Background: an optimization exercise with open tools, aiming at small area. Do not read the settings as production practice.
The RTL was checked by simulation tests, not by an equivalence proof against the original design.
Power and IR drop assume default switching activity. No driver is modelled on the clock port, so clocking that relies on it looks cheaper here than on a real chip.

Setup of before:
Design rv_core_top, start of the top module:
module rv_core_top (
    input  logic           clk,
    input  logic           rst_n,
    input  logic           inst_valid_i,
    input  logic [31:0]    inst_i,
    output logic           inst_allowin_o,
    output logic           retire_valid_o,
    output logic [38:0]    retire_o,
    input  logic           retire_ready_i
);
Size: roughly 1800 cells after synthesis, about 1100 flip-flops, ~27000 um2 of cells after synthesis.
clock: 10.0 ns
lec_check: 0
abc_area: 1
cap_margin: 20
core_margin: 2
core_utilization: 50
slew_margin: 20
standard.sh (not shown) runs the stock make flow with config.mk's settings and CLKGATE_MAP_FILE= SYNTH_SCRIPT=/design/flow/synth_recipe.tcl, a recipe that flattens the netlist after the stock synthesis.
==> flow/flow/run.sh <==
#!/bin/bash
# The standard ORFS layout (standard.sh) with three changes:
#  - synthesis maps with an area-oriented ABC script (flow/abc.script);
#    everything else in synthesis is the standard script, so the
#    registers and their names are the standard ones
#  - ports are buffered with sky130_fd_sc_hd__buf_1
#  - clock tree synthesis inserts no dummy loads and uses larger sink clusters
# Each tool's output stays in orfs/logs/; make's output goes to flow.log.
set -euo pipefail
W=$PWD
export BUFFER_PORTS_ARGS="-buffer_cell sky130_fd_sc_hd__buf_1"
export CTS_ARGS="-sink_clustering_enable -repair_clock_nets -dont_use_dummy_load -sink_clustering_size 36 -sink_clustering_max_diameter 80"
sed "s#SYNTH_SCRIPT=[^ ]*#SYNTH_SCRIPT=$W/flow/synth.tcl#" standard.sh > own_standard.sh
bash own_standard.sh > flow.log 2>&1
==> flow/flow/abc.script <==
&get -n
&st
&dch -f
&nf -R 1000
&put
==> flow/flow/synth.tcl <==
# synth_recipe.tcl with one change: ABC maps with flow/abc.script
set own_abc_script [file join [file dirname [file normalize [info script]]] abc.script]
proc synth {args} { yosys synth -nofsm -noshare {*}$args }
proc abc {args} {
  set i [lsearch -exact $args -script]
  if { $i >= 0 } {
    set args [lreplace $args $i [expr {$i + 1}] -script $::own_abc_script]
  }
  yosys abc {*}$args
}
source $::env(SCRIPTS_DIR)/synth.tcl
# left out here: clear keep_hierarchy, flatten, clean up, hide names made inside functions, write 1_2_yosys.v
### before -> after
--- a/flow/design.v
+++ b/flow/design.v
@@ -184,25 +184,25 @@
                 default: top = 2'b00;
             endcase
         end
     end
     always_comb begin
         for (int j = 0; j < 32; j++)
             tb[j] = tb_en && 5'(j) >= thr;
         for (int j = 0; j < 32; j++) begin
             logic up;
             logic tbm2;
             tbm2 = j >= 2 ? tb[(j + 30) % 32] : 1'b0;
             up   = j < 30 ? r_o[(j + 2) % 32] : top[j % 2];
-            en[j] = act_i && !(late && tbm2);
+            en[j] = act_i && !(late && (j >= 2 ? tb[((j & ~1) + 30) % 32] : 1'b0));
             if (tb[j])
                 nxt[j] = tbm2 ? fillv : (j % 2 == 1 ? v_odd : v_even);
             else
                 nxt[j] = up;
         end
         if (spec)
             nxt[29:26] = 4'b0000;
         if (last && slt && lt)
             nxt[0] = 1'b1;
     end
     always_ff @(posedge clk) begin
         carry_q <= c2;
@@ -302,50 +302,33 @@
     always_ff @(posedge clk) begin
         if (acc) begin
             ir_q  <= inst_i[31:7];
             cls_q <= cls_in;
         end else if (act && iv_q && shift && ph == 4'd2) begin
             ir_q[24:20] <= shamt_full;
         end
         if (last && iv_q) begin
             ret_rd_q  <= ir_q[11:7];
             ret_ill_q <= cls_q == rv_pkg::CLS_ILL;
         end
     end
+    logic [3:0] imm_sel;
+    logic [31:12] imm_f;
+    assign imm_f   = ir_q[31:12];
+    assign imm_sel = is_lui ? ph - 4'd6 : ph + 4'd4;
     always_comb begin
-        if (is_lui) begin
-            case (ph)
-                4'd6:    imm_d = ir_q[13:12];
-                4'd7:    imm_d = ir_q[15:14];
-                4'd8:    imm_d = ir_q[17:16];
-                4'd9:    imm_d = ir_q[19:18];
-                4'd10:   imm_d = ir_q[21:20];
-                4'd11:   imm_d = ir_q[23:22];
-                4'd12:   imm_d = ir_q[25:24];
-                4'd13:   imm_d = ir_q[27:26];
-                4'd14:   imm_d = ir_q[29:28];
-                4'd15:   imm_d = ir_q[31:30];
-                default: imm_d = 2'b00;
-            endcase
-        end else begin
-            case (ph)
-                4'd0:    imm_d = ir_q[21:20];
-                4'd1:    imm_d = ir_q[23:22];
-                4'd2:    imm_d = ir_q[25:24];
-                4'd3:    imm_d = ir_q[27:26];
-                4'd4:    imm_d = ir_q[29:28];
-                4'd5:    imm_d = ir_q[31:30];
-                default: imm_d = {2{ir_q[31]}};
-            endcase
-        end
+        if (is_lui ? ph < 4'd6 : ph > 4'd5)
+            imm_d = {2{ir_q[31] && !is_lui}};
+        else
+            imm_d = imm_f[12 + 2 * imm_sel +: 2];
     end
     assign b_d = cls_q[1] ? imm_d : rs2_d;
     assign wdig = clr_q ? 2'b00 : res[1:0];
     rv_regfile regfile_i (
         .clk      (clk),
         .clr_i    (clr_q),
         .wen_i    ((ph0 || act_q) && wbp_q && ret_wen),
         .waddr_i  (ret_rd_q),
         .wdig_i   (wdig),
         .raddr1_i (ir_q[19:15]),
         .raddr2_i (ir_q[24:20]),
         .rdig1_o  (a_d),
Findings:
Post-layout instance area delta (after − before): favourable. after ends up with a number of antenna diodes that is 2 higher than in before. Largest net degree at the start of global routing: after vs before up 11. For the number of nets in the layout, after came in about 2% higher than before did. Diff before -> after: met3 layer usage reported by global route grew by 0.46 points; routed wire length shrank by about 4%; clock latency on the worst-skew pair held steady; maximum frequency grew by 0.91 MHz; global-route usage shrank by 0.42 points. after vs before: gate count of the mapped netlist up. Shortest clock period the worst path allows after layout: after < before. after reports a lower synthesized area than before does. Measured against each other, after and before differ in via count, the higher figure coming from before. Taking before as the reference point, the post-layout total power of after falls by 0.034 mW.

-- static timing again, ports no longer ideal --
The flow's constraints put no driver on any port. The routed layouts listed below were extracted and timed again, unchanged, in two steps. Step 1: set_driving_cell puts a clkbuf_16 on clk and a buf_2 on each other input, an assumption about the parent block. Step 2, shift: input delay + t, output delay - t, t = (earliest + latest rising clock arrival at the registers) / 2. This alone moves slack from input paths to output paths. Slacks: no drivers / after step 1 / after step 2; pairs: no drivers / after step 1.
run	shift t [ns]	setup slack, ns	worst setup path at the end	clock arrival spread, ns	slew at the worst register clock pin (ns)
before	0.628	1.114 / 1.114 / 1.114	register to register	0.058 / 0.058	0.12 / 0.12
after	0.629	1.185 / 1.185 / 1.185	register to register	0.050 / 0.050	0.12 / 0.12
After both steps every run listed still meets setup and hold.
